Context: an optimization exercise on an open-source flow, tuned for a short achievable clock period and few clock cycles. The choices shown serve that exercise and are no tape-out recipe.
The RTL was checked by simulation tests, not by an equivalence proof against the original design.
The clock port is modelled as an ideal driver; clocking choices that lean on that would not hold on a real chip.
Power and IR drop assume default switching activity.

`design/flow/design.v`:
```
module core_mc (
  input  logic        clk,
  input  logic        reset,
  output logic        mem_req,
  output logic        mem_we,
  output logic [31:0] mem_addr,
  output logic [31:0] mem_wdata,
  input  logic [31:0] mem_rdata,
  input  logic        mem_ready,
  output logic [31:0] pc_o,
  output logic        retire,
  output logic        halted,
  input  logic [4:0]  dbg_sel,
  output logic [31:0] dbg_data
);
  function automatic logic [31:0] add32(input logic [31:0] x, input logic [31:0] y,
                                        input logic ci);
    logic [31:0] g, p, gg, pp;
    g     = x & y;
    p     = x ^ y;
    gg    = g;
    pp    = p;
    gg[0] = g[0] | (p[0] & ci);
    for (int d = 1; d < 32; d = d * 2) begin
      for (int i = 31; i >= d; i--) begin
        gg[i] = gg[i] | (pp[i] & gg[i-d]);
        pp[i] = pp[i] & pp[i-d];
      end
    end
    add32 = p ^ {gg[30:0], ci};
  endfunction
  localparam int CW = 6;     
  localparam int PW = 40;    
  logic [31:0] r_regs [1:31];
  logic [31:0] r_ir;       
  logic [31:0] r_pc;       
  logic [31:0] r_pc4;      
  logic [31:0] r_pc8;      
  logic [31:0] r_tgt;      
  logic [31:0] r_a, r_b;   
  logic [31:0] r_b2;       
  logic        r_cin;      
  logic [31:0] r_ma;       
  logic        r_mav;
  logic        r_ev;       
  logic        r_halt;
  logic        r_mem;      
  logic        r_lw, r_sw, r_jal;
  logic        r_tk;       
  logic        r_hn;       
  logic        r_pcj;      
  logic        r_spf;      
  logic        r_wra;      
  logic        r_wrl;      
  logic        r_fand, r_for, r_fxor, r_fslt;
  logic [31:0]        c_data [1<<CW];
  logic [10-CW:0]     c_tag  [1<<CW];
  logic [(1<<CW)-1:0] c_val;
  logic [31:0]        c_next;   
  logic               c_nhit;
  logic        r_fv;       
  logic [10:2] r_fa;
  logic [31:0] r_fd;
  logic [31:0] r_pf;       
  logic        r_pfw;      
  logic q_stop, q_exm, q_req, q_we, q_pf, q_pc, q_ma, q_tg, q_p4, q_pcj, q_retm, q_retn;
  logic q_usec, q_selc;
  logic [4:0] rd;
  assign rd = r_ir[11:7];
  logic [31:0] sum, alu;
  logic        slt;
  assign sum = add32(r_a, r_b2, r_cin);
  assign slt = (r_a[31] ^ r_b[31]) ? r_a[31] : sum[31];
  always_comb begin
    if (r_jal)        alu = r_pc4;
    else if (r_fand)  alu = r_a & r_b;
    else if (r_for)   alu = r_a | r_b;
    else if (r_fxor)  alu = r_a ^ r_b;
    else if (r_fslt)  alu = {31'd0, slt};
    else              alu = sum;
  end
  logic        halt_now, stop, ex_mem, mem_go, use_c, w_wr, c_clr;
  logic [31:0] nf, nf4, wval, tgt4;
  assign halt_now = r_ev & ~r_pfw & r_hn;
  assign stop     = q_stop;    
  assign ex_mem   = q_exm;     
  assign mem_go   = ex_mem & r_mav & ~r_pfw;
  assign use_c    = q_usec;    
  assign tgt4     = add32(r_tgt, 32'd4, 1'b0);
  assign nf       = ~r_ev ? r_pc  : (r_tk ? r_tgt : r_pc4);
  assign nf4      = ~r_ev ? r_pc4 : (r_tk ? tgt4  : r_pc8);
  assign wval     = r_lw ? mem_rdata : alu;
  assign w_wr     = ~r_pfw & ((r_ev & r_wra) | (mem_go & mem_ready & r_wrl));
  assign c_clr    = mem_go & r_sw & mem_ready & (r_ma[31:11] == 21'd0);
  assign mem_req   = ~reset & q_req;
  assign mem_we    = ~reset & q_we;
  assign mem_addr  = ({32{q_pf}} & r_pf) | ({32{q_pc}} & r_pc) | ({32{q_ma}} & r_ma) |
                     ({32{q_tg}} & r_tgt) | ({32{q_p4}} & r_pc4);
  assign mem_wdata = r_b;
  assign retire    = q_retn | (q_retm & mem_ready);
  assign halted    = q_stop;
  assign pc_o      = q_pcj ? r_tgt : r_pc;
  logic [31:0] rf [32];
  always_comb begin
    rf[0] = 32'd0;
    for (int i = 1; i < 32; i++) rf[i] = r_regs[i];
  end
  logic [31:0] dg [8];
  always_comb begin
    for (int j = 0; j < 8; j++) dg[j] = rf[4*j + dbg_sel[1:0]];
    dbg_data = 32'd0;
    for (int j = 0; j < 8; j++) dbg_data = dbg_data | (dg[j] & {32{dbg_sel[4:2] == 3'(j)}});
  end
  logic       pf_ok, pf_req, pf_done, f_done, p_cached;
  logic [8:0] pf_dist, pf_ahead;
  assign pf_dist  = r_pf[10:2] - r_pc[10:2];
  assign pf_ok    = (r_pf[31:11] == 21'd0) && (pf_dist != 9'd0) && (pf_dist <= 9'(PW));
  assign pf_req   = r_pfw | (use_c & ~stop);
  assign pf_done  = pf_req & mem_ready;
  assign f_done   = ~r_pfw & ~stop & ~ex_mem & ~use_c & mem_ready;
  assign p_cached = c_val[r_pf[CW+1:2]] && (c_tag[r_pf[CW+1:2]] == r_pf[10:CW+2]);
  assign pf_ahead = r_pf[10:2] - nf[10:2];
  always_ff @(posedge clk) begin
    if (r_fv) begin
      c_data[r_fa[CW+1:2]] <= r_fd;
      c_tag[r_fa[CW+1:2]]  <= r_fa[10:CW+2];
    end
  end
  always_ff @(posedge clk or posedge reset) begin
    if (reset)      c_val <= '0;
    else if (c_clr) c_val <= '0;
    else if (r_fv)  c_val[r_fa[CW+1:2]] <= 1'b1;
  end
  always_ff @(posedge clk or posedge reset) begin
    if (reset) begin
      r_fv  <= 1'b0;
      r_fa  <= '0;
      r_fd  <= 32'd0;
      r_pf  <= 32'd0;
      r_pfw <= 1'b0;
    end else begin
      r_fv  <= 1'b0;
      r_pfw <= pf_req & ~mem_ready;
      if (pf_done) begin
        if (pf_ok) begin
          r_fv <= 1'b1;
          r_fa <= r_pf[10:2];
          r_fd <= mem_rdata;
          r_pf <= r_pf + 32'd4;
        end
      end else if (f_done) begin
        r_fv <= (nf[31:11] == 21'd0);
        r_fa <= nf[10:2];
        r_fd <= mem_rdata;
        if (!((r_pf[31:11] == 21'd0) && (nf[31:11] == 21'd0) &&
              (pf_ahead != 9'd0) && (pf_ahead <= 9'(PW))))
          r_pf <= nf4;
      end else if (!pf_req && p_cached && pf_ok) begin
        r_pf <= r_pf + 32'd4;
      end
    end
  end
  logic        advance, load_next, sel_c;
  logic [31:0] ni;
  assign advance   = ~stop & ~r_pfw & (ex_mem ? (r_mav & mem_ready) : 1'b1);
  assign sel_c     = q_selc;   
  assign load_next = ex_mem ? (c_nhit & ~c_clr) : (use_c | mem_ready);
  assign ni        = sel_c ? c_next : mem_rdata;
  logic [31:0] x_w    [2];
  logic [31:0] x_ra   [2], x_rb [2], x_b2 [2], x_ma [2], x_boff [2];
  logic        x_cin  [2], x_mav [2], x_mem [2], x_lw [2], x_sw [2], x_jal [2], x_tk [2];
  logic        x_hn   [2], x_pcj [2], x_seq [2], x_wra [2], x_wrl [2];
  logic        x_fand [2], x_for [2], x_fxor [2], x_fslt [2];
  assign x_w[0] = c_next;
  assign x_w[1] = mem_rdata;
  for (genvar s = 0; s < 2; s++) begin : g_src
    logic [31:0] w;
    assign w = x_w[s];
    logic [6:0] n_opc, n_f7;
    logic [2:0] n_f3;
    logic [4:0] n_rd, n_rs1, n_rs2;
    assign n_opc = w[6:0];
    assign n_f3  = w[14:12];
    assign n_f7  = w[31:25];
    assign n_rd  = w[11:7];
    assign n_rs1 = w[19:15];
    assign n_rs2 = w[24:20];
    logic n_r, n_sub, n_addi, n_lw, n_sw, n_beq, n_bne, n_jal, n_ill;
    assign n_sub  = (n_f7 == 7'h20) && (n_f3 == 3'b000);
    assign n_r    = (n_opc == 7'b0110011) &&
                    (((n_f7 == 7'h00) && (n_f3 == 3'b000 || n_f3 == 3'b111 || n_f3 == 3'b110 ||
                                          n_f3 == 3'b100 || n_f3 == 3'b010)) || n_sub);
    assign n_addi = (n_opc == 7'b0010011) && (n_f3 == 3'b000);
    assign n_lw   = (n_opc == 7'b0000011) && (n_f3 == 3'b010);
    assign n_sw   = (n_opc == 7'b0100011) && (n_f3 == 3'b010);
    assign n_beq  = (n_opc == 7'b1100011) && (n_f3 == 3'b000);
    assign n_bne  = (n_opc == 7'b1100011) && (n_f3 == 3'b001);
    assign n_jal  = (n_opc == 7'b1101111);
    assign n_ill  = ~(n_r | n_addi | n_lw | n_sw | n_beq | n_bne | n_jal);
    logic [31:0] imm_i, imm_ls;
    assign imm_i     = {{20{w[31]}}, w[31:20]};
    assign imm_ls    = w[5] ? {{20{w[31]}}, w[31:25], w[11:7]} : imm_i;
    assign x_boff[s] = w[2] ? {{12{w[31]}}, w[19:12], w[20], w[30:21], 1'b0}
                            : {{20{w[31]}}, w[7], w[30:25], w[11:8], 1'b0};
    logic [31:0] fa, fb, ra, rb;
    logic [31:0] ga [8], gb [8];
    always_comb begin
      for (int j = 0; j < 8; j++) begin
        ga[j] = rf[4*j + n_rs1[1:0]];
        gb[j] = rf[4*j + n_rs2[1:0]];
      end
      fa = 32'd0;
      fb = 32'd0;
      for (int j = 0; j < 8; j++) begin
        fa = fa | (ga[j] & {32{n_rs1[4:2] == 3'(j)}});
        fb = fb | (gb[j] & {32{n_rs2[4:2] == 3'(j)}});
      end
    end
    logic [31:12] fa_inc, fa_dec, ma_hi;
    logic [31:0]  ma_lo, inc_t, dec_t;
    assign inc_t  = add32({12'd0, fa[31:12]}, 32'd1, 1'b0);
    assign dec_t  = add32({12'd0, fa[31:12]}, 32'hfffff, 1'b0);
    assign fa_inc = inc_t[19:0];
    assign fa_dec = dec_t[19:0];
    assign ma_lo  = add32({20'd0, fa[11:0]}, {20'd0, imm_ls[11:0]}, 1'b0);
    assign ma_hi = (ma_lo[12] == imm_ls[11]) ? fa[31:12] : (ma_lo[12] ? fa_inc : fa_dec);
    logic byp_a, byp_b;
    assign byp_a = w_wr && (rd == n_rs1);
    assign byp_b = w_wr && (rd == n_rs2);
    assign ra    = byp_a ? wval : fa;
    assign rb    = byp_b ? wval : fb;
    logic n_eq, n_tk, n_subslt, e_ff, e_wf, e_fw;
    assign e_ff     = (fa == fb);
    assign e_wf     = (wval == fb);
    assign e_fw     = (fa == wval);
    assign n_eq     = byp_a ? (byp_b | e_wf) : (byp_b ? e_fw : e_ff);
    assign n_tk     = n_jal | (n_beq & n_eq) | (n_bne & ~n_eq);
    assign n_subslt = n_sub | (n_f3 == 3'b010);
    assign x_ra[s]   = ra;
    assign x_rb[s]   = rb;
    assign x_b2[s]   = n_r ? (n_subslt ? ~rb : rb) : imm_i;
    assign x_cin[s]  = n_r & n_subslt;
    assign x_ma[s]   = {ma_hi, ma_lo[11:0]};
    assign x_mav[s]  = ~byp_a;
    assign x_mem[s]  = n_lw | n_sw;
    assign x_lw[s]   = n_lw;
    assign x_sw[s]   = n_sw;
    assign x_jal[s]  = n_jal;
    assign x_tk[s]   = n_tk;
    assign x_hn[s]   = n_ill | (n_tk & (n_jal ? w[21] : w[8]));
    assign x_pcj[s]  = n_jal & ~w[21];
    assign x_seq[s]  = ~(n_lw | n_sw) & ~n_tk;
    assign x_wra[s]  = (n_r | n_addi | (n_jal & ~w[21])) & (n_rd != 5'd0);
    assign x_wrl[s]  = n_lw & (n_rd != 5'd0);
    assign x_fand[s] = n_r & (n_f3 == 3'b111);
    assign x_for[s]  = n_r & (n_f3 == 3'b110);
    assign x_fxor[s] = n_r & (n_f3 == 3'b100);
    assign x_fslt[s] = n_r & (n_f3 == 3'b010);
  end
  logic        sx;
  logic [31:0] n_ra, n_rb, n_b2, n_ma, boff;
  logic        n_cin, n_mav, n_mem, n_lw, n_sw, n_jal, n_tk, n_hn, n_pcj, n_seq, n_wra, n_wrl;
  logic        n_fand, n_for, n_fxor, n_fslt;
  assign sx     = ~sel_c;
  assign n_ra   = x_ra[sx];
  assign n_rb   = x_rb[sx];
  assign n_b2   = x_b2[sx];
  assign n_ma   = x_ma[sx];
  assign boff   = x_boff[sx];
  assign n_cin  = x_cin[sx];
  assign n_mav  = x_mav[sx];
  assign n_mem  = x_mem[sx];
  assign n_lw   = x_lw[sx];
  assign n_sw   = x_sw[sx];
  assign n_jal  = x_jal[sx];
  assign n_tk   = x_tk[sx];
  assign n_hn   = x_hn[sx];
  assign n_pcj  = x_pcj[sx];
  assign n_seq  = x_seq[sx];
  assign n_wra  = x_wra[sx];
  assign n_wrl  = x_wrl[sx];
  assign n_fand = x_fand[sx];
  assign n_for  = x_for[sx];
  assign n_fxor = x_fxor[sx];
  assign n_fslt = x_fslt[sx];
  logic [CW-1:0] nidx;
  logic          nhit, n_pf, n_fill;
  logic [31:0]   nword;
  assign nidx   = nf4[CW+1:2];
  assign n_pf   = pf_done && pf_ok && (r_pf == nf4);
  assign n_fill = r_fv && (r_fa[CW+1:2] == nidx);
  assign nword  = n_pf ? mem_rdata : (n_fill ? r_fd : c_data[nidx]);
  assign nhit   = (nf4[31:11] == 21'd0) && ~c_clr &&
                  (n_pf || (n_fill ? (r_fa[10:CW+2] == nf4[10:CW+2])
                                   : (c_val[nidx] && (c_tag[nidx] == nf4[10:CW+2]))));
  logic ld;
  logic d_ev, d_halt, d_pfw, d_hn, d_mem, d_mav, d_sw, d_tk, d_spf, d_pcj, d_stop;
  assign ld     = advance & load_next;
  assign d_halt = r_halt | halt_now;
  assign d_pfw  = pf_req & ~mem_ready;
  assign d_ev   = advance ? load_next : r_ev;
  assign d_hn   = ld ? n_hn : r_hn;
  assign d_mem  = ld ? n_mem : r_mem;
  assign d_sw   = ld ? n_sw : r_sw;
  assign d_tk   = ld ? n_tk : r_tk;
  assign d_spf  = ld ? (n_seq & nhit) : r_spf;
  assign d_pcj  = ld ? n_pcj : r_pcj;
  assign d_mav  = (ex_mem & ~r_mav & ~r_pfw & ~halt_now) ? 1'b1 : (ld ? n_mav : r_mav);
  assign d_stop = d_halt | (d_ev & ~d_pfw & d_hn);
  always_ff @(posedge clk or posedge reset) begin
    if (reset) begin
      q_stop <= 1'b0;
      q_exm  <= 1'b0;
      q_req  <= 1'b1;
      q_we   <= 1'b0;
      q_pf   <= 1'b0;
      q_pc   <= 1'b1;
      q_ma   <= 1'b0;
      q_tg   <= 1'b0;
      q_p4   <= 1'b0;
      q_pcj  <= 1'b0;
      q_retm <= 1'b0;
      q_retn <= 1'b0;
      q_usec <= 1'b0;
      q_selc <= 1'b0;
    end else begin
      q_stop <= d_stop;
      q_exm  <= d_ev & d_mem;
      q_req  <= d_pfw | (~d_stop & ~(d_ev & d_mem & ~d_mav));
      q_we   <= ~d_pfw & d_ev & d_mem & d_mav & d_sw;
      q_pf   <= d_pfw | (d_ev & d_spf);
      q_pc   <= ~d_pfw & ~d_ev;
      q_ma   <= ~d_pfw & d_ev & d_mem;
      q_tg   <= ~d_pfw & d_ev & d_tk;
      q_p4   <= ~d_pfw & d_ev & ~d_mem & ~d_tk & ~d_spf;
      q_pcj  <= d_ev & d_pcj;
      q_retm <= ~d_pfw & d_ev & d_mem & d_mav;
      q_retn <= ~d_pfw & d_ev & ~d_mem & ~d_stop;
      q_usec <= d_ev & d_spf & ~d_pfw;
      q_selc <= (d_ev & d_mem) | (d_ev & d_spf & ~d_pfw);
    end
  end
  always_ff @(posedge clk or posedge reset) begin
    if (reset) begin
      r_pc   <= 32'd0;
      r_pc4  <= 32'd4;
      r_pc8  <= 32'd8;
      r_tgt  <= 32'd0;
      r_ir   <= 32'd0;
      r_a    <= 32'd0;
      r_b    <= 32'd0;
      r_b2   <= 32'd0;
      r_cin  <= 1'b0;
      r_ma   <= 32'd0;
      r_mav  <= 1'b0;
      r_ev   <= 1'b0;
      r_halt <= 1'b0;
      r_mem  <= 1'b0;
      r_lw   <= 1'b0;
      r_sw   <= 1'b0;
      r_jal  <= 1'b0;
      r_tk   <= 1'b0;
      r_hn   <= 1'b0;
      r_pcj  <= 1'b0;
      r_spf  <= 1'b0;
      r_wra  <= 1'b0;
      r_wrl  <= 1'b0;
      r_fand <= 1'b0;
      r_for  <= 1'b0;
      r_fxor <= 1'b0;
      r_fslt <= 1'b0;
      c_next <= 32'd0;
      c_nhit <= 1'b0;
    end else begin
      if (c_clr) c_nhit <= 1'b0;
      if (halt_now) begin
        r_halt <= 1'b1;
      end else if (ex_mem && !r_mav && !r_pfw) begin
        r_ma  <= add32(r_a, r_ir[5] ? {{20{r_ir[31]}}, r_ir[31:25], r_ir[11:7]}
                                    : {{20{r_ir[31]}}, r_ir[31:20]}, 1'b0);
        r_mav <= 1'b1;
      end else if (advance) begin
        r_ev  <= load_next;
        r_pc  <= nf;
        r_pc4 <= nf4;
        r_pc8 <= add32(nf4, 32'd4, 1'b0);
        if (load_next) begin
          r_ir   <= ni;
          r_tgt  <= add32(nf, boff, 1'b0);
          r_a    <= n_ra;
          r_b    <= n_rb;
          r_b2   <= n_b2;
          r_cin  <= n_cin;
          r_ma   <= n_ma;
          r_mav  <= n_mav;
          r_mem  <= n_mem;
          r_lw   <= n_lw;
          r_sw   <= n_sw;
          r_jal  <= n_jal;
          r_tk   <= n_tk;
          r_hn   <= n_hn;
          r_pcj  <= n_pcj;
          r_spf  <= n_seq & nhit;
          r_wra  <= n_wra;
          r_wrl  <= n_wrl;
          r_fand <= n_fand;
          r_for  <= n_for;
          r_fxor <= n_fxor;
          r_fslt <= n_fslt;
          c_next <= nword;
          c_nhit <= nhit;
        end
      end
    end
  end
  always_ff @(posedge clk or posedge reset) begin
    if (reset) begin
      for (int i = 1; i < 32; i++) r_regs[i] <= 32'd0;
    end else if (w_wr) begin
      r_regs[rd] <= wval;
    end
  end
endmodule
```
`design/flow/flow/run.sh`:
```
#!/bin/bash
# Own layout flow: the standard ORFS flow (standard.sh), with two changes:
#  - synthesis leaves adders to ABC instead of mapping them to full/half-adder cells
#    (ADDER_MAP_FILE empty); registers are synthesized exactly as in the standard flow;
#  - at the end of the CTS step (ORFS hook POST_CTS_TCL), flow/post_cts.tcl resizes gates
#    on the worst setup paths (flow/size.tcl) and legalizes the placement again.
# Each ORFS step writes its full log under orfs/logs/; this script's output goes to
# flow_run.log.
set -euo pipefail
here=$(pwd)
bash standard.sh finish ADDER_MAP_FILE= POST_CTS_TCL="$here/flow/post_cts.tcl" \
  > "$here/flow_run.log" 2>&1
```
`design/flow/flow/post_cts.tcl`:
```
# Runs at the end of ORFS's CTS step (POST_CTS_TCL): greedy gate sizing on the worst setup
# paths, then legalize the placement again.
source [file join [file dirname [info script]] size.tcl]
estimate_parasitics -placement
puts "post_cts: worst slack before sizing [format %.3f [expr {[sta::worst_slack_cmd max] * 1e9}]] ns"
set margin [expr {[info exists ::env(SETUP_SLACK_MARGIN)] ? $::env(SETUP_SLACK_MARGIN) : 0.0}]
size_batch 400 [expr {$margin * 1e-9}] 1200 8 8
detailed_placement
check_placement -verbose
estimate_parasitics -placement
puts "post_cts: worst slack after sizing [format %.3f [expr {[sta::worst_slack_cmd max] * 1e9}]] ns"
```
`design/flow/flow/size.tcl`:
```
# Greedy gate sizing along the worst setup paths.
#
# Each round takes the k worst endpoints still open and, on each one's path, moves one
# combinational cell (the one of the slowest stage not yet tried for that endpoint) to the
# next drive strength of its own function; buffers and inverters may also become plain
# buf/inv cells. Parasitics are estimated again, and a change is kept only if its endpoint
# got better and the worst slack did not get worse. Only cell sizes change: the netlist's
# connections and its registers stay as they are.

proc size_variants {cell} {
  if {![regexp {^sky130_fd_sc_hd__(.+)_([0-9]+)$} $cell -> fn drive]} {
    return {}
  }
  if {[regexp {^(buf|clkbuf|clkdlybuf4s[0-9]+|dlygate4sd[0-9]|dlymetal6s[0-9]s|bufbuf)$} $fn]} {
    set fams {buf clkbuf}
  } elseif {[regexp {^(inv|clkinv|clkinvlp)$} $fn]} {
    set fams {inv clkinv}
  } else {
    set fams [list $fn]
  }
  set out {}
  foreach f $fams {
    foreach lc [get_lib_cells sky130_fd_sc_hd__${f}_*] {
      set n [get_name $lc]
      if {[regexp "^sky130_fd_sc_hd__${f}_\[0-9\]+\$" $n] && $n ne $cell} {
        lappend out $n
      }
    }
  }
  return $out
}

proc size_endpoint_slack {pin} {
  set pes [find_timing_paths -path_delay max -to $pin -group_path_count 1]
  if {[llength $pes] == 0} { return 1.0 }
  return [[lindex $pes 0] slack]
}

proc size_wns {} {
  return [sta::worst_slack_cmd max]
}

# the next drive strength up in a cell's own function, or "" at the largest
proc size_next_up {cell} {
  if {![regexp {^sky130_fd_sc_hd__(.+)_([0-9]+)$} $cell -> fn drive]} { return "" }
  set best ""
  set bd 1000
  foreach v [size_variants $cell] {
    regexp {_([0-9]+)$} $v -> d
    if {[regexp "^sky130_fd_sc_hd__${fn}_" $v] && $d > $drive && $d < $bd} {
      set best $v
      set bd $d
    }
  }
  if {$best eq "" && [regexp {^(clkdlybuf4s[0-9]+|dlygate4sd[0-9]|dlymetal6s[0-9]s|bufbuf)$} $fn]} {
    set best sky130_fd_sc_hd__buf_4
  }
  return $best
}

proc size_stages {pe} {
  set arr [dict create]
  foreach pin [[$pe path] pins] {
    set inst [$pin instance]
    if {$inst eq "NULL"} { continue }
    set iname [get_full_name $inst]
    if {$iname eq ""} { continue }
    set a [expr {max([get_property $pin arrival_max_rise], [get_property $pin arrival_max_fall])}]
    dict lappend arr $iname $a
  }
  set stages {}
  dict for {iname as} $arr {
    if {[llength $as] < 2} { continue }
    if {[catch {get_property [get_cells $iname] ref_name} cur]} { continue }
    # registers, latches and the clock tree keep their cells
    if {[regexp {__(df|edf|sdf|dl|sdl|sedf)} $cur] || [regexp {^clk} $iname]} { continue }
    set d [expr {abs([lindex $as 0] - [lindex $as 1])}]
    lappend stages [list $d $iname $cur]
  }
  return [lsort -real -decreasing -index 0 $stages]
}

proc size_batch {max_rounds target max_seconds {k 8} {n_try 4}} {
  set tried [dict create]
  set n_kept 0
  set t0 [clock seconds]
  for {set r 0} {$r < $max_rounds} {incr r} {
    if {[clock seconds] - $t0 > $max_seconds} { break }
    set w0 [size_wns]
    set changes {}
    set used [dict create]
    foreach pe [find_timing_paths -path_delay max -group_path_count 200 \
                  -endpoint_path_count 1 -sort_by_slack] {
      if {[$pe slack] >= $target || [llength $changes] >= $k} { break }
      set ep_pin [$pe pin]
      set ep [get_full_name $ep_pin]
      set nt [expr {[dict exists $tried $ep] ? [dict get $tried $ep] : 0}]
      if {$nt >= $n_try} { continue }
      set idx 0
      set pick {}
      foreach st [size_stages $pe] {
        lassign $st d iname cur
        if {[dict exists $used $iname]} { continue }
        set v [size_next_up $cur]
        if {$v eq ""} { continue }
        if {$idx == $nt} { set pick [list $iname $cur $v]; break }
        incr idx
      }
      if {[llength $pick] == 0} { dict set tried $ep $n_try; continue }
      dict set used [lindex $pick 0] 1
      lappend changes [list $ep_pin $ep [$pe slack] {*}$pick]
    }
    if {[llength $changes] == 0} { break }
    foreach c $changes { replace_cell [lindex $c 3] [lindex $c 5] }
    estimate_parasitics -placement
    set kept {}
    set reverted 0
    foreach c $changes {
      lassign $c ep_pin ep s0 iname cur v
      if {[size_endpoint_slack $ep_pin] <= $s0 + 1e-12} {
        replace_cell $iname $cur
        dict incr tried $ep
        incr reverted
      } else {
        lappend kept $c
      }
    }
    if {$reverted > 0} { estimate_parasitics -placement }
    if {[llength $kept] > 0 && [size_wns] < $w0 - 1e-12} {
      # the worst slack got worse: undo this round
      foreach c $kept {
        lassign $c ep_pin ep s0 iname cur v
        replace_cell $iname $cur
        dict incr tried $ep
      }
      estimate_parasitics -placement
      set kept {}
    }
    incr n_kept [llength $kept]
    set reverted [expr {[llength $changes] - [llength $kept]}]
    puts "size_batch: round $r, [llength $changes] tried, [expr {[llength $changes] - $reverted}] kept,\
          worst slack [format %.3f [expr {[size_wns] * 1e9}]] ns"
  }
  puts "size_batch: $n_kept cells resized in [expr {[clock seconds] - $t0}] s,\
        worst slack [format %.3f [expr {[size_wns] * 1e9}]] ns"
}
```
`design/flow/standard.sh`:
```
#!/bin/bash
# synth_recipe.tcl (not shown) runs the flow's synth.tcl, then flattens the netlist and writes it again
# the make line also repeats each setting of config.mk as NAME=value (left out here)
make -C /OpenROAD-flow-scripts/flow DESIGN_CONFIG=/design/flow/config.mk WORK_HOME=/design/flow/orfs CLKGATE_MAP_FILE= SYNTH_SCRIPT=/design/flow/synth_recipe.tcl "${@:-finish}"
```
`design/flow/config.mk`:
```
export PLATFORM = sky130hd
export DESIGN_NAME = core_mc
export DESIGN_NICKNAME = core_mc
export VERILOG_FILES = /design/flow/design.v
export SDC_FILE = /design/flow/constraint.sdc
export NUM_CORES = 8
export LEC_CHECK = 0
export CAP_MARGIN = 20
export CORE_MARGIN = 2
export CORE_UTILIZATION = 45
export PLACE_DENSITY = 0.6
export SETUP_SLACK_MARGIN = 4.5
export SLEW_MARGIN = 20
```
`design/flow/constraint.sdc`:
```
create_clock -name core_clock -period 10.0 [get_ports {clk}]
set_input_delay 2.0000 -clock core_clock [delete_from_list [all_inputs] [get_ports {clk}]]
set_output_delay 2.0000 -clock core_clock [all_outputs]
set_load 0.01 [all_outputs]
```
==> results.yml, run 1 <==
placed_design:
  dp.cells: 23900
  preCtsSetupSlack_ns: 1.30
  gp_congestion: 1.04
  portBuffers: 171
  dp_hpwl_um: 597000
hold_path:
  worstHoldStart: "r_pc8[12]"
  hold_class: "reg -> reg"
critical_path:
  endpoint_kind: "register"
  critical_path_required_ns: 10.95
  arrival_ns: 7.03
  rr_startpoint: "c_next[20]"
  start_kind: "input pin"
  crit_fanout: 20
  crit_type: "in -> reg"
  crit_start: "mem_rdata[20]"
global_route:
  grt_pass1_wl_um: 1340000
  grt_max_degree: 171
  grt-ovfl-total: 0
  grt.total_usage_pct: 41.3
  first_global_vias: 162000
  antenna_found_initial: 73
timing:
  finalSetupViolCount: 0
  report.final.slew_viol_count: 6
  final.setup.tns_ns: 0
  max_freq_mhz: 165
  grt_setup_unrepaired: "true"
  final.min_clock_period_ns: 6.08
  fin_worst_skew_ns: 0.0914
  worstMarginPinSlew_ns: 2.11
  min_period_over_period_pct: 60.8
  hold_viol: 0
  relSlewSlack_pct: -41.4
  finalWorstSetupSlack_ns: 3.92
logic_synthesis:
  yosys_warnings: 30
  ys_top_cells_by_area: "edfxtp_1, dfrtp_1, mux4_2"
  syn-num-nets: 18900
  async_reset_ff_share_pct: 39.6
  synth-seq-cells: 3708
  yosysSeqAreaShare_pct: 51.1
  avgSynthCellArea_um2: 10.8
  synthCells: 18900
  synth_area_leader_cell: "edfxtp_1"
  synth_cell_types: 109
  synth_edf_count: 2240
  syn_area_um2: 203000
  synth_flop_cell: "edfxtp_1"
  synth_top_area_share_pct: 33.1
floorplanning:
  fp.dieH_um: 676
  die_w_um: 676
  core_um2: 450000
  initial_core_util_pct: 45.2
  rows: 246
  ios: 172
  dieArea_um2: 458000
layout:
  fin_cells: 25500
  layout.nets: 19100
  seq_area_um2: 104000
  multi_input_area_um2: 98700
  fillers: 38600
  drive_gt1_share_pct: 21.7
  syn_to_final_growth_pct: 19.0
pwr:
  p_per_area_nw_per_um2: 279
  leakage_nw: 89.1
  peakVddDrop_v: 0.000334
routing:
  drtIter0Drc: 28500
  drt_drc_violations_left: 0
  routed_via_density: 7.01
  wl_um: 993000
  firstDrtPassIters: 13
  antenna_left: 0
  via_count: 178000
  routedWlPerCell_um: 39.0
clocking:
  cts_tree: "yes"
  numClockSinks: 3708
  clock_latency_ns: 1.09
  cts.clk_slew.worst_paths_ns: 0.06
status:
  violations: "capacitance limit, slew limit"
  run_status: "finished with violations"
flow_run:
  drv_cap: 2
==> cells in the mapped netlist (128+ instances only) <==
library cell and instances:
o21ai_0 1399, o22ai_1 308, a311oi_1 435, nand3_1 714, mux2i_1 765, and3_1 344
mux2_2 243, xnor2_1 327, xor2_1 207, nor3_1 154, dfrtp_1 1464, a21oi_1 535
edfxtp_1 2240, nand4_1 128, a211oi_1 202, a31oi_1 201, a22oi_1 493, clkbuf_1 1315
buf_2 196, buf_1 168, mux4_2 924, nand2_1 4108, nor2_1 719
==> layer usage <==
layer / track usage, % / part of all wire, % / wire, um
met5: 0.739 / 0.067 / 669
met4: 30.7 / 9.4 / 93700
met3: 14.8 / 14 / 135000
met2: 58.0 / 41 / 408000
met1: 52.3 / 36 / 356000
==> logic make-up after synthesis <==
group / Yosys count / synth area share [%]
adder cells (fa/ha/maj): 41 / 0.205
AO/OA/AOI/OAI: 4117 / 12.9
flip-flops: 3708 / 51.1
buffers and inverters: 1817 / 3.52
XOR/XNOR: 534 / 2.30
multiplexers: 1940 / 15.4
AND/OR/NAND/NOR: 6728 / 14.5
==> per-stage QoR <==
step | util (%) | power, W | hold slack [ns] | area [um2]
global placement | 47.3 | 0.0479 | 0.455 | 213000
finish | 53.8 | 0.0677 | 0.473 | 242000
detailed placement | 47.3 | 0.0481 | 0.457 | 213000
global route | 53.8 | 0.0694 | 0.504 | 242000
floorplan | - | 0.0363 | 0.439 | 203000
==> flip-flops by register name (all words and copies together), names as in the netlist, 64 cells and up <==
register and cells:
c_val 64, r_regs 992, c_tag 192, c_data 2048
==> cell usage in the layout, fill, tap and decap left out, types with 102 or more instances in the layout <==
| cell | count |
|---|---|
| nand2_1 | 4077 |
| edfxtp_1 | 2240 |
| dfrtp_1 | 1379 |
| o21ai_0 | 1364 |
| mux4_2 | 924 |
| buf_4 | 852 |
| mux2i_1 | 732 |
| nand3_1 | 689 |
| nor2_1 | 631 |
| a21oi_1 | 463 |
| clkbuf_16 | 446 |
| a311oi_1 | 433 |
| a22oi_1 | 387 |
| and3_1 | 333 |
| xnor2_1 | 302 |
| o22ai_1 | 278 |
| mux2_2 | 237 |
| xor2_1 | 186 |
| a31oi_1 | 183 |
| buf_12 | 160 |
| a211oi_1 | 156 |
| buf_6 | 148 |
| nor3_1 | 120 |
| clkdlybuf4s50_1 | 109 |
| inv_1 | 102 |
==> power by group <==
group | leakage [nW] | switching [W] | total [W] | internal (W)
sequential | 39.8 | 0.00135 | 0.0197 | 0.0183
combinational | 42.8 | 0.0227 | 0.0325 | 0.00974
clock | 6.52 | 0.00672 | 0.0155 | 0.00878
total | 89.1 | 0.0308 | 0.0677 | 0.0369
==> worst max-delay path, stage by stage <==
cell,delay [ns]
clkbuf_16,0.21
buf_4,0.45
mux4_2,0.57
a22oi_1,0.27
and4_1,0.47
xnor2_1,0.26
nand4_1,0.19
or4_1,0.43
or4_4,0.50
nor4_4,0.16
a31oi_2,0.15
o21ai_4,0.15
buf_8,0.16
xnor2_4,0.09
nor2_4,0.15
a31oi_4,0.11
o31a_1,0.35
a221o_1,0.31
==> final timing paths <==
| kind | to | slack [ns] | cells after the start |
|---|---|---|---|
| max | q_req | 3.92 | 18 |
| max in group asynchronous | r_regs[11][10] | 5.95 | 4 |
| min reg2reg | r_pc8[12] | 0.47 | 2 |
| max reg2reg | q_req | 3.93 | 22 |
| min in group asynchronous | r_pc4[0] | 1.63 | 2 |
| min | r_pc8[12] | 0.47 | 2 |
==> cell type report <==
type | count | area share, %
multi-input cells | 13400 | 40.7
repair buffers | 1504 | 7.34
clock buffers | 496 | 4.44
diodes | 69 | 0.0713
clock inverters | 243 | 1.12
well taps | 5952 | 3.08
inverters | 111 | 0.177
flip-flops and latches | 3708 | 43.0
Testbench counts, summed over its fixed seeds: cycles 49,914.
==> run 2, diff against run 1 <==
--- a/design/flow/design.v
+++ b/design/flow/design.v
@@ -48,4 +48,7 @@
   logic        r_lw, r_sw, r_jal;
-  logic        r_tk;       
-  logic        r_hn;       
+  logic [31:0] r_x;        
+  logic        r_beq, r_bne;
+  logic        r_ill;      
+  logic        r_jmis;     
+  logic        r_bmis;     
   logic        r_pcj;      
@@ -65,4 +68,4 @@
   logic        r_pfw;      
-  logic q_stop, q_exm, q_req, q_we, q_pf, q_pc, q_ma, q_tg, q_p4, q_pcj, q_retm, q_retn;
-  logic q_usec, q_selc;
+  logic q_exm, q_we, q_pc, q_ma, q_pcj, q_retm;
+  logic a_nm, a_spf, a_nmx, a_hn0, a_bmis, a_blk;
   logic [4:0] rd;
@@ -81,12 +84,16 @@
   end
+  logic        eq, tkb, tk;
+  assign eq  = ~|r_x;
+  assign tkb = eq ? r_beq : r_bne;
+  assign tk  = r_jal | tkb;
   logic        halt_now, stop, ex_mem, mem_go, use_c, w_wr, c_clr;
   logic [31:0] nf, nf4, wval, tgt4;
-  assign halt_now = r_ev & ~r_pfw & r_hn;
-  assign stop     = q_stop;    
-  assign ex_mem   = q_exm;     
+  assign halt_now = a_hn0 | (a_bmis & tkb);   
+  assign stop     = r_halt | halt_now;
+  assign ex_mem   = q_exm;                    
   assign mem_go   = ex_mem & r_mav & ~r_pfw;
-  assign use_c    = q_usec;    
+  assign use_c    = a_spf & ~tk;              
   assign tgt4     = add32(r_tgt, 32'd4, 1'b0);
-  assign nf       = ~r_ev ? r_pc  : (r_tk ? r_tgt : r_pc4);
-  assign nf4      = ~r_ev ? r_pc4 : (r_tk ? tgt4  : r_pc8);
+  assign nf       = ~r_ev ? r_pc  : (tk ? r_tgt : r_pc4);
+  assign nf4      = ~r_ev ? r_pc4 : (tk ? tgt4  : r_pc8);
   assign wval     = r_lw ? mem_rdata : alu;
@@ -94,3 +101,7 @@
   assign c_clr    = mem_go & r_sw & mem_ready & (r_ma[31:11] == 21'd0);
-  assign mem_req   = ~reset & q_req;
+  logic q_pf, q_tg, q_p4;   
+  assign q_pf = r_pfw | use_c;
+  assign q_tg = a_nm & tk;
+  assign q_p4 = a_nmx & ~tk;
+  assign mem_req   = ~reset & (r_pfw | (~stop & ~a_blk));
   assign mem_we    = ~reset & q_we;
@@ -99,4 +110,4 @@
   assign mem_wdata = r_b;
-  assign retire    = q_retn | (q_retm & mem_ready);
-  assign halted    = q_stop;
+  assign retire    = (a_nm & ~stop) | (q_retm & mem_ready);
+  assign halted    = stop;
   assign pc_o      = q_pcj ? r_tgt : r_pc;
@@ -165,3 +176,3 @@
   assign advance   = ~stop & ~r_pfw & (ex_mem ? (r_mav & mem_ready) : 1'b1);
-  assign sel_c     = q_selc;   
+  assign sel_c     = ex_mem | use_c;
   assign load_next = ex_mem ? (c_nhit & ~c_clr) : (use_c | mem_ready);
@@ -170,4 +181,6 @@
   logic [31:0] x_ra   [2], x_rb [2], x_b2 [2], x_ma [2], x_boff [2];
-  logic        x_cin  [2], x_mav [2], x_mem [2], x_lw [2], x_sw [2], x_jal [2], x_tk [2];
-  logic        x_hn   [2], x_pcj [2], x_seq [2], x_wra [2], x_wrl [2];
+  logic [31:0] x_x    [2];
+  logic        x_cin  [2], x_mav [2], x_mem [2], x_lw [2], x_sw [2], x_jal [2];
+  logic        x_beq  [2], x_bne [2], x_ill [2], x_jmis [2], x_bmis [2];
+  logic        x_pcj  [2], x_wra [2], x_wrl [2];
   logic        x_fand [2], x_for [2], x_fxor [2], x_fslt [2];
@@ -231,8 +244,3 @@
     assign rb    = byp_b ? wval : fb;
-    logic n_eq, n_tk, n_subslt, e_ff, e_wf, e_fw;
-    assign e_ff     = (fa == fb);
-    assign e_wf     = (wval == fb);
-    assign e_fw     = (fa == wval);
-    assign n_eq     = byp_a ? (byp_b | e_wf) : (byp_b ? e_fw : e_ff);
-    assign n_tk     = n_jal | (n_beq & n_eq) | (n_bne & ~n_eq);
+    logic n_subslt;
     assign n_subslt = n_sub | (n_f3 == 3'b010);
@@ -248,6 +256,9 @@
     assign x_jal[s]  = n_jal;
-    assign x_tk[s]   = n_tk;
-    assign x_hn[s]   = n_ill | (n_tk & (n_jal ? w[21] : w[8]));
+    assign x_x[s]    = ra ^ rb;
+    assign x_beq[s]  = n_beq;
+    assign x_bne[s]  = n_bne;
+    assign x_ill[s]  = n_ill;
+    assign x_jmis[s] = n_jal & w[21];
+    assign x_bmis[s] = w[8];
     assign x_pcj[s]  = n_jal & ~w[21];
-    assign x_seq[s]  = ~(n_lw | n_sw) & ~n_tk;
     assign x_wra[s]  = (n_r | n_addi | (n_jal & ~w[21])) & (n_rd != 5'd0);
@@ -261,3 +272,5 @@
   logic [31:0] n_ra, n_rb, n_b2, n_ma, boff;
-  logic        n_cin, n_mav, n_mem, n_lw, n_sw, n_jal, n_tk, n_hn, n_pcj, n_seq, n_wra, n_wrl;
+  logic [31:0] n_x;
+  logic        n_cin, n_mav, n_mem, n_lw, n_sw, n_jal, n_pcj, n_wra, n_wrl;
+  logic        n_beq, n_bne, n_ill, n_jmis, n_bmis;
   logic        n_fand, n_for, n_fxor, n_fslt;
@@ -275,6 +288,9 @@
   assign n_jal  = x_jal[sx];
-  assign n_tk   = x_tk[sx];
-  assign n_hn   = x_hn[sx];
+  assign n_x    = x_x[sx];
+  assign n_beq  = x_beq[sx];
+  assign n_bne  = x_bne[sx];
+  assign n_ill  = x_ill[sx];
+  assign n_jmis = x_jmis[sx];
+  assign n_bmis = x_bmis[sx];
   assign n_pcj  = x_pcj[sx];
-  assign n_seq  = x_seq[sx];
   assign n_wra  = x_wra[sx];
@@ -296,46 +312,41 @@
   logic ld;
-  logic d_ev, d_halt, d_pfw, d_hn, d_mem, d_mav, d_sw, d_tk, d_spf, d_pcj, d_stop;
+  logic d_ev, d_pfw, d_mem, d_mav, d_sw, d_spf, d_pcj, d_ill, d_jmis, d_bmis;
   assign ld     = advance & load_next;
-  assign d_halt = r_halt | halt_now;
   assign d_pfw  = pf_req & ~mem_ready;
   assign d_ev   = advance ? load_next : r_ev;
-  assign d_hn   = ld ? n_hn : r_hn;
   assign d_mem  = ld ? n_mem : r_mem;
   assign d_sw   = ld ? n_sw : r_sw;
-  assign d_tk   = ld ? n_tk : r_tk;
-  assign d_spf  = ld ? (n_seq & nhit) : r_spf;
+  assign d_spf  = ld ? (~n_mem & nhit) : r_spf;
   assign d_pcj  = ld ? n_pcj : r_pcj;
+  assign d_ill  = ld ? n_ill : r_ill;
+  assign d_jmis = ld ? n_jmis : r_jmis;
+  assign d_bmis = ld ? (n_bmis & (n_beq | n_bne)) : r_bmis;
   assign d_mav  = (ex_mem & ~r_mav & ~r_pfw & ~halt_now) ? 1'b1 : (ld ? n_mav : r_mav);
-  assign d_stop = d_halt | (d_ev & ~d_pfw & d_hn);
   always_ff @(posedge clk or posedge reset) begin
     if (reset) begin
-      q_stop <= 1'b0;
       q_exm  <= 1'b0;
-      q_req  <= 1'b1;
       q_we   <= 1'b0;
-      q_pf   <= 1'b0;
       q_pc   <= 1'b1;
       q_ma   <= 1'b0;
-      q_tg   <= 1'b0;
-      q_p4   <= 1'b0;
       q_pcj  <= 1'b0;
       q_retm <= 1'b0;
-      q_retn <= 1'b0;
-      q_usec <= 1'b0;
-      q_selc <= 1'b0;
+      a_nm   <= 1'b0;
+      a_spf  <= 1'b0;
+      a_nmx  <= 1'b0;
+      a_hn0  <= 1'b0;
+      a_bmis <= 1'b0;
+      a_blk  <= 1'b0;
     end else begin
-      q_stop <= d_stop;
       q_exm  <= d_ev & d_mem;
-      q_req  <= d_pfw | (~d_stop & ~(d_ev & d_mem & ~d_mav));
       q_we   <= ~d_pfw & d_ev & d_mem & d_mav & d_sw;
-      q_pf   <= d_pfw | (d_ev & d_spf);
       q_pc   <= ~d_pfw & ~d_ev;
       q_ma   <= ~d_pfw & d_ev & d_mem;
-      q_tg   <= ~d_pfw & d_ev & d_tk;
-      q_p4   <= ~d_pfw & d_ev & ~d_mem & ~d_tk & ~d_spf;
       q_pcj  <= d_ev & d_pcj;
       q_retm <= ~d_pfw & d_ev & d_mem & d_mav;
-      q_retn <= ~d_pfw & d_ev & ~d_mem & ~d_stop;
-      q_usec <= d_ev & d_spf & ~d_pfw;
-      q_selc <= (d_ev & d_mem) | (d_ev & d_spf & ~d_pfw);
+      a_nm   <= ~d_pfw & d_ev & ~d_mem;
+      a_spf  <= ~d_pfw & d_ev & d_spf;
+      a_nmx  <= ~d_pfw & d_ev & ~d_mem & ~d_spf;
+      a_hn0  <= ~d_pfw & d_ev & (d_ill | d_jmis);
+      a_bmis <= ~d_pfw & d_ev & d_bmis;
+      a_blk  <= d_ev & d_mem & ~d_mav;
     end
@@ -361,4 +372,8 @@
       r_jal  <= 1'b0;
-      r_tk   <= 1'b0;
-      r_hn   <= 1'b0;
+      r_x    <= 32'd0;
+      r_beq  <= 1'b0;
+      r_bne  <= 1'b0;
+      r_ill  <= 1'b0;
+      r_jmis <= 1'b0;
+      r_bmis <= 1'b0;
       r_pcj  <= 1'b0;
@@ -399,6 +414,10 @@
           r_jal  <= n_jal;
-          r_tk   <= n_tk;
-          r_hn   <= n_hn;
+          r_x    <= n_x;
+          r_beq  <= n_beq;
+          r_bne  <= n_bne;
+          r_ill  <= n_ill;
+          r_jmis <= n_jmis;
+          r_bmis <= n_bmis & (n_beq | n_bne);
           r_pcj  <= n_pcj;
-          r_spf  <= n_seq & nhit;
+          r_spf  <= ~n_mem & nhit;
           r_wra  <= n_wra;
--- a/design/flow/flow/post_cts.tcl
+++ b/design/flow/flow/post_cts.tcl
@@ -6,3 +6,3 @@
 set margin [expr {[info exists ::env(SETUP_SLACK_MARGIN)] ? $::env(SETUP_SLACK_MARGIN) : 0.0}]
-size_batch 400 [expr {$margin * 1e-9}] 1200 8 8
+size_batch 400 [expr {$margin * 1e-9}] 900 8 8
 detailed_placement
--- a/design/flow/flow/size.tcl
+++ b/design/flow/flow/size.tcl
@@ -85,2 +85,5 @@
   set n_kept 0
+  # after a round that made the worst slack worse, changes go one at a time for a while
+  set k_cur $k
+  set solo 0
   set t0 [clock seconds]
@@ -89,2 +92,3 @@
     set w0 [size_wns]
+    if {$solo > 0} { incr solo -1; set k_cur 1 } else { set k_cur $k }
     set changes {}
@@ -93,3 +97,3 @@
                   -endpoint_path_count 1 -sort_by_slack] {
-      if {[$pe slack] >= $target || [llength $changes] >= $k} { break }
+      if {[$pe slack] >= $target || [llength $changes] >= $k_cur} { break }
       set ep_pin [$pe pin]
@@ -129,3 +133,4 @@
     if {[llength $kept] > 0 && [size_wns] < $w0 - 1e-12} {
-      # the worst slack got worse: undo this round
+      # the worst slack got worse: undo this round; a lone change is set aside for good,
+      # a round of several is tried again one change at a time
       foreach c $kept {
@@ -133,5 +138,6 @@
         replace_cell $iname $cur
-        dict incr tried $ep
+        if {[llength $kept] == 1} { dict incr tried $ep }
       }
       estimate_parasitics -placement
+      if {[llength $kept] > 1} { set solo [expr {2 * [llength $kept]}] }
       set kept {}
==> results.yml, run 2 <==
timing:
  grt_setup_unrepaired: "true"
  final.min_clock_period_ns: 6.24
  max_freq_mhz: 160
  hold_viol: 0
  min_period_over_period_pct: 62.4
  finalSetupViolCount: 0
  worstMarginPinSlew_ns: 1.33
  fin_worst_skew_ns: 0.0743
  relSlewSlack_pct: 11.3
  report.final.slew_viol_count: 0
  final.setup.tns_ns: 0
logic_synthesis:
  yosysSeqAreaShare_pct: 52.6
  syn-num-nets: 15300
  async_reset_ff_share_pct: 40.1
  syn_area_um2: 199000
  synth_cell_types: 93
  yosysMostFrequentCell: "edfxtp_1"
  ys_top_cells_by_area: "edfxtp_1, mux4_2, dfrtp_1"
  synth_common_cells: "edfxtp_1, nand2_1, mux4_2"
  synthCells: 15200
  synth_flop_cell: "edfxtp_1"
  synth_top_area_share_pct: 33.8
  yosys_warnings: 33
  synth-seq-cells: 3741
  synth_edf_count: 2240
  avgSynthCellArea_um2: 13.1
  synth_area_leader_cell: "edfxtp_1"
layout:
  final_common_cell: "edfxtp_1"
  largest_reg_flops: 2048
  syn_to_final_growth_pct: 17.8
  fin_cells: 21700
  fillers: 36300
  final_cell_mix: "edfxtp_1, nand2_1, mux4_2, dfrtp_1, o21ai_0"
  drive_gt1_share_pct: 30.0
  layout.nets: 15400
critical_path:
  crit_top_cell: "or4_4"
  arrival_ns: 7.22
  endpoint_kind: "register"
  critical_path_required_ns: 10.98
  slowest_delay_ns: 0.56
  crit_fanout: 5
  crit_slowest_cell: "or4_4"
  crit_type: "reg -> reg"
  critical-path-top-delay-family: "simple AND/OR/NAND/NOR gates"
  crit_chain: "nor4_4 -> nand4_2 -> buf_6 -> buf_4 -> buf_6 -> o21ai_4 -> clkbuf_16 -> a21oi_1 -> o31a_2 -> or4_4 -> or4_4 -> nor4_4 -> nor4b_4 -> nor4b_4 -> or4b_4 -> nor3_4 -> nand2_2 -> or4_4 -> or3_4 -> xor2_1 -> o21ai_1"
  start_kind: "register"
  worstPathBufferInverterCount: 4
hold_path:
  hold_class: "reg -> reg"
pwr:
  leakage_nw: 84.8
  peakVddDrop_v: 0.000367
  p_per_area_nw_per_um2: 292
routing:
  drt_drc_violations_left: 0
  via_count: 153000
  wl_um: 829000
  drtIter0Drc: 25300
  antenna_left: 0
  routed_via_density: 7.04
  routedWlPerCell_um: 38.2
  firstDrtPassIters: 10
floorplanning:
  ios: 172
  die_w_um: 669
  initial_core_util_pct: 45.1
  core_um2: 441000
  rows: 244
  fp.dieH_um: 669
  dieArea_um2: 448000
clocking:
  numClockSinks: 3741
  cts_tree: "yes"
  cts.clk_slew.worst_paths_ns: 0.06
  clock_latency_ns: 1.09
global_route:
  antenna_found_initial: 58
  grt_max_degree: 166
  grt-ovfl-total: 0
  grt_pass1_wl_um: 1140000
  grt.total_usage_pct: 36.0
  first_global_vias: 142000
placed_design:
  dp_hpwl_um: 468000
  dp.cells: 20400
  portBuffers: 171
  gp_congestion: 0.968
flow_run:
  drv_cap: 0
status:
  run_status: "timing/DRC/antenna clean"
run 2: cell count changes in the layout (fill, tap and decap cells not counted), moves of 271 or more:
cell | previous run | this run
nand2_1 | 4077 | 1953
mux4_2 | 924 | 1751
nand3_1 | 689 | 247
a311oi_1 | 433 | 38
mux2i_1 | 732 | 396
buf_4 | 852 | 581
run 2: cells by family after synthesis:
kind of cell               share of synthesized area [%]
muxes                                               24.1
DFF                                                 52.6
buffers and inverters                               2.88
adders and majority gates                          0.196
and+or+nand+nor                                     8.37
xor gates and xnor gates                            2.08
AOI/OAI and AO/OA                                   9.72
run 2: cell type report:
cell class | instances | area (um2) | area share, %
clock buffer | 524 | 10900 | 4.66
timing repair buffer | 1156 | 14300 | 6.09
clock inverter | 191 | 1870 | 0.798
multi-input combinational | 10000 | 94700 | 40.3
inverter | 89 | 342 | 0.146
sequential | 3741 | 105000 | 44.7
antenna | 75 | 188 | 0.0800
tap | 5904 | 7390 | 3.15
run 2: per-layer routing:
| metal | global-route usage (%) | up-vias | part of all wire [%] |
|---|---|---|---|
| li1 | - | 59700 | - |
| met5 | 0.215 | - | 0.035 |
| met4 | 25.2 | 32 | 8.9 |
| met1 | 46.1 | 77900 | 35 |
| met2 | 52.1 | 12000 | 43 |
| met3 | 11.2 | 3175 | 13 |
run 2: path summary, 6_finish.rpt:
path / start / to / slack (ns) / cells past startpoint
setup / recovery: r_x[7] / r_pc8[31] / 3.76 / 21
hold / removal: r_pc8[10] / r_pc8[10] / 0.47 / 2
setup reg to reg: r_x[7] / r_pc8[31] / 3.76 / 21
hold reg to reg: r_pc8[10] / r_pc8[10] / 0.47 / 2
max in group asynchronous: reset / r_regs[13][17] / 6.38 / 4
min in group asynchronous: reset / r_pf[1] / 1.39 / 2
run 2: per-stage QoR:
| stage | hold WS, ns | setup slack, ns | area, um2 | total power [W] | utilization, % |
|---|---|---|---|---|---|
| 3_5_place_dp | 0.452 | 0.906 | 208000 | 0.0488 | 47.2 |
| 3_3_place_gp | 0.448 | 0.724 | 208000 | 0.0486 | 47.2 |
| 2_1_floorplan | 0.432 | -12.78 | 199000 | 0.0378 | - |
| 6_report | 0.469 | 3.76 | 235000 | 0.0685 | 53.2 |
| 5_1_grt | 0.481 | 3.70 | 235000 | 0.0704 | 53.2 |
run 2: worst reg2reg max path: stages (launching register included):
cell	delay [ns]
dfrtp_1	0.41
nor4_4	0.38
nand4_2	0.13
buf_6	0.17
buf_4	0.13
buf_6	0.12
o21ai_4	0.18
clkbuf_16	0.21
a21oi_1	0.12
o31a_2	0.37
or4_4	0.54
or4_4	0.56
nor4_4	0.23
nor4b_4	0.32
nor4b_4	0.37
or4b_4	0.55
nor3_4	0.15
nand2_2	0.09
or4_4	0.47
or3_4	0.37
xor2_1	0.17
o21ai_1	0.14
run 2: power breakdown:
group	switching (W)	leakage [nW]	internal (W)
logic	0.0202	38.1	0.0125
clock network	0.00655	6.28	0.00845
registers	0.00224	40.4	0.0186
total	0.0289	84.8	0.0395
Testbench counts of run 2, summed over its fixed seeds: cycles 49,914.
==> run 3, diff against run 2 <==
--- a/design/flow/flow/run.sh
+++ b/design/flow/flow/run.sh
@@ -5,3 +5,4 @@
 #  - at the end of the CTS step (ORFS hook POST_CTS_TCL), flow/post_cts.tcl resizes gates
-#    on the worst setup paths (flow/size.tcl) and legalizes the placement again.
+#    on the worst setup paths (flow/size.tcl), runs ORFS's slew and load repair, and
+#    legalizes the placement again.
 # Each ORFS step writes its full log under orfs/logs/; this script's output goes to
==> design/flow/flow/post_cts.tcl (replaced) <==
# Runs at the end of ORFS's CTS step (POST_CTS_TCL): greedy gate sizing on the worst setup
# paths, then ORFS's own slew and load repair, then legalize the placement again.
source [file join [file dirname [info script]] size.tcl]
estimate_parasitics -placement
puts "post_cts: worst slack before sizing [format %.3f [expr {[sta::worst_slack_cmd max] * 1e9}]] ns,\
      slew/load violations [size_drv]"
set margin [expr {[info exists ::env(SETUP_SLACK_MARGIN)] ? $::env(SETUP_SLACK_MARGIN) : 0.0}]
size_batch 400 [expr {$margin * 1e-9}] 900 8 8
repair_design_helper
detailed_placement
check_placement -verbose
estimate_parasitics -placement
puts "post_cts: worst slack after sizing [format %.3f [expr {[sta::worst_slack_cmd max] * 1e9}]] ns,\
      slew/load violations [size_drv]"
--- a/design/flow/flow/size.tcl
+++ b/design/flow/flow/size.tcl
@@ -6,4 +6,4 @@
 # buf/inv cells. Parasitics are estimated again, and a change is kept only if its endpoint
-# got better and the worst slack did not get worse. Only cell sizes change: the netlist's
-# connections and its registers stay as they are.
+# got better, the worst slack did not get worse and no slew or load limit broke. Only cell
+# sizes change: the netlist's connections and its registers stay as they are.
 
@@ -40,2 +40,7 @@
   return [sta::worst_slack_cmd max]
+}
+
+# max slew plus max capacitance violations
+proc size_drv {} {
+  return [expr {[sta::max_slew_violation_count] + [sta::max_capacitance_violation_count]}]
 }
@@ -92,2 +97,3 @@
     set w0 [size_wns]
+    set v0 [size_drv]
     if {$solo > 0} { incr solo -1; set k_cur 1 } else { set k_cur $k }
@@ -132,5 +138,6 @@
     if {$reverted > 0} { estimate_parasitics -placement }
-    if {[llength $kept] > 0 && [size_wns] < $w0 - 1e-12} {
-      # the worst slack got worse: undo this round; a lone change is set aside for good,
-      # a round of several is tried again one change at a time
+    if {[llength $kept] > 0 && ([size_wns] < $w0 - 1e-12 || [size_drv] > $v0)} {
+      # the worst slack got worse, or a slew or load limit is now broken: undo this round;
+      # a lone change is set aside for good, a round of several is tried again one change
+      # at a time
       foreach c $kept {
==> results.yml, run 3 <==
layout:
  final_cell_mix: "edfxtp_1, nand2_1, mux4_2, dfrtp_1, o21ai_0"
  multi_input_area_um2: 94500
  fin_area_um2: 234000
  syn_to_final_growth_pct: 17.6
  final_common_cell: "edfxtp_1"
  layout.nets: 15400
  seq_area_um2: 105000
  drive_gt1_share_pct: 29.8
  utilization_pct: 53.1
  fillers: 36400
  largest_reg_flops: 2048
critical_path:
  crit_fanout: 5
  endpoint_kind: "output port"
  start_kind: "register"
  crit_type: "reg -> out"
  critical_path_required_ns: 8.00
  arrival_ns: 4.21
timing:
  min_period_over_period_pct: 62.1
  fin_worst_skew_ns: 0.0614
  relSlewSlack_pct: 10.7
  worst_hold_slack_ns: 0.469
  max_freq_mhz: 161
  worstMarginPinSlew_ns: 1.34
  hold_viol: 0
  final.min_clock_period_ns: 6.21
  grt_setup_unrepaired: "true"
  finalSetupViolCount: 0
  final.setup.tns_ns: 0
  report.final.slew_viol_count: 0
global_route:
  first_global_vias: 142000
  grt_max_degree: 166
  grt-ovfl-total: 0
  grt_pass1_wl_um: 1140000
  antenna_found_initial: 58
  grt.total_usage_pct: 36.0
logic_synthesis:
  avgSynthCellArea_um2: 13.1
  synth-adder-area-share_pct: 0.196
  synth_cell_types: 93
  syn-num-nets: 15300
  synth_top_area_share_pct: 33.8
  synth_area_leader_cell: "edfxtp_1"
  synth-compound-area-share_pct: 9.72
  yosysSeqAreaShare_pct: 52.6
  synth-simple-area-share_pct: 8.37
  yosysMostFrequentCell: "edfxtp_1"
  synth_top_family_by_area: "multiplexers"
  synth_common_cells: "edfxtp_1, nand2_1, mux4_2"
  synth-seq-cells: 3741
  synth_flop_cell: "edfxtp_1"
  synth_xor_area_share_pct: 2.08
  async_reset_ff_share_pct: 40.1
  synth_edf_count: 2240
  synthCells: 15200
  syn_area_um2: 199000
  synthMuxAreaShare_pct: 24.1
  ys_top_cells_by_area: "edfxtp_1, mux4_2, dfrtp_1"
  yosys_warnings: 33
flow_run:
  drv_cap: 0
floorplanning:
  ios: 172
  initial_core_util_pct: 45.1
  fp.dieH_um: 669
  core_um2: 441000
  die_w_um: 669
  dieArea_um2: 448000
  rows: 244
placed_design:
  post_dp_cell_area_um2: 208000
  dp_hpwl_um: 468000
  gp_congestion: 0.968
  portBuffers: 171
pwr:
  peakVddDrop_v: 0.000366
  p_per_area_nw_per_um2: 292
  leakage_nw: 84.7
  power_w: 0.0685
hold_path:
  hold_class: "reg -> reg"
clocking:
  cts_tree: "yes"
  clock_latency_ns: 1.08
  numClockSinks: 3741
  cts.clk_slew.worst_paths_ns: 0.06
routing:
  via_count: 153000
  routedWlPerCell_um: 38.3
  wl_um: 829000
  antenna_left: 0
  drt_drc_violations_left: 0
  routed_via_density: 7.04
  drtIter0Drc: 25100
  firstDrtPassIters: 10
status:
  run_status: "timing/DRC/antenna clean"
-- run 3: changes by cell type in the layout (fill, tap and decap cells not counted), sizes merged --
cell / before / now
and2: 31 / 32
dlymetal6s2s: 1 / 0
clkdlybuf4s50: 86 / 87
buf: 1005 / 994
clkbuf: 559 / 556
diode: 75 / 47
bufbuf: 25 / 21
-- run 3: cells by family (layout without fill, tap and decap cells) --
| group | count (synthesis) | in the layout |
|---|---|---|
| simple gates | 3784 | 3793 |
| flops | 3741 | 3741 |
| compound gates | 3144 | 3149 |
| mux | 2561 | 2561 |
| buf+inv | 1502 | 1942 |
| xor+xnor | 472 | 472 |
| fa+ha+maj | 39 | 39 |
| other cells | 0 | 47 |
-- run 3: worst max-delay path, cell delays in order (launching register included) --
cell	delay (ns)
dfrtp_1	0.41
nor4_4	0.40
nand4_2	0.13
buf_6	0.17
or4_4	0.55
buf_12	0.16
buf_16	0.12
nand2_8	0.06
and2_4	0.19
or2_4	0.22
buf_6	0.12
buf_6	0.08
buf_6	0.09
buf_6	0.08
buf_6	0.10
nand2_4	0.05
nand3_4	0.10
buf_6	0.12
-- run 3: routing by layer --
metal	up-vias	global-route usage, %	wire, um
met3	3264	11.2	109000
met4	44	25.1	73700
met1	77600	46.1	289000
met5	-	0.226	382
met2	11900	52.1	358000
li1	59700	-	-
-- run 3: worst paths after layout --
check	from	endpoint	slack, ns	depth (start not counted)
max	r_x[7]	mem_addr[22]	3.79	17
min	r_pc8[10]	r_pc8[10]	0.47	2
max reg2reg	r_x[7]	r_pc8[31]	3.85	18
min reg2reg	r_pc8[10]	r_pc8[10]	0.47	2
max in group asynchronous	reset	r_regs[13][17]	6.38	4
min in group asynchronous	reset	r_pc8[0]	1.39	2
-- run 3: metrics by stage --
step	cells	worst slack [ns]
after floorplan	15200	-12.78
after global placement	20400	0.724
after detailed placement	20400	0.906
after global routing	21600	3.75
final	21600	3.79
-- run 3: final cells by class --
| cell class | instances | area share, % |
|---|---|---|
| Clock inverter | 191 | 0.799 |
| Sequential cell | 3741 | 44.8 |
| Clock buffer | 524 | 4.67 |
| Tap cell | 5904 | 3.15 |
| Inverter | 89 | 0.146 |
| Timing Repair Buffer | 1138 | 6.01 |
| Antenna cell | 47 | 0.0502 |
| Multi-Input combinational cell | 10000 | 40.4 |
-- run 3: power breakdown --
group | internal [W] | total, W | switching (W)
Combinational | 0.0125 | 0.0327 | 0.0202
Clock | 0.00845 | 0.0150 | 0.00655
Sequential | 0.0185 | 0.0208 | 0.00224

re-timing with driven ports:
The results above use ideal ports. As a check the final layouts listed here were re-extracted and re-timed, cells and wires unchanged. Step 1 (the two cells are an assumption about what drives the block):
set clk [get_ports {clk}]
set_driving_cell -lib_cell sky130_fd_sc_hd__clkbuf_16 $clk
set_driving_cell -lib_cell sky130_fd_sc_hd__buf_2 [delete_from_list [all_inputs] $clk]
Step 2 times the ports against the registers' clock, not the clock port: input delays grow and output delays shrink by t, the midpoint of the rising clock arrivals with the driver on. a / b / c = ideal ports / drivers / drivers and shift; a / b = the first two.
run | t (ns) | slack for setup (ns) | worst hold slack (ns) | worst data-port slew with drivers (ns) | pins driven straight from the clock port
run 1 | 1.165 | 3.923 / 3.316 / 2.151 | 0.473 / 0.473 / 0.473 | 0.90 | 1
run 2 | 1.160 | 3.760 / 3.572 / 2.741 | 0.469 / 0.469 / 0.469 | 0.73 | 1
run 3 | 1.168 | 3.788 / 3.576 / 2.728 | 0.469 / 0.469 / 0.469 | 0.75 | 1
For run 1, which loses most, drivers alone change the setup slack by -0.607 ns; drivers and shift together by -1.772 ns.
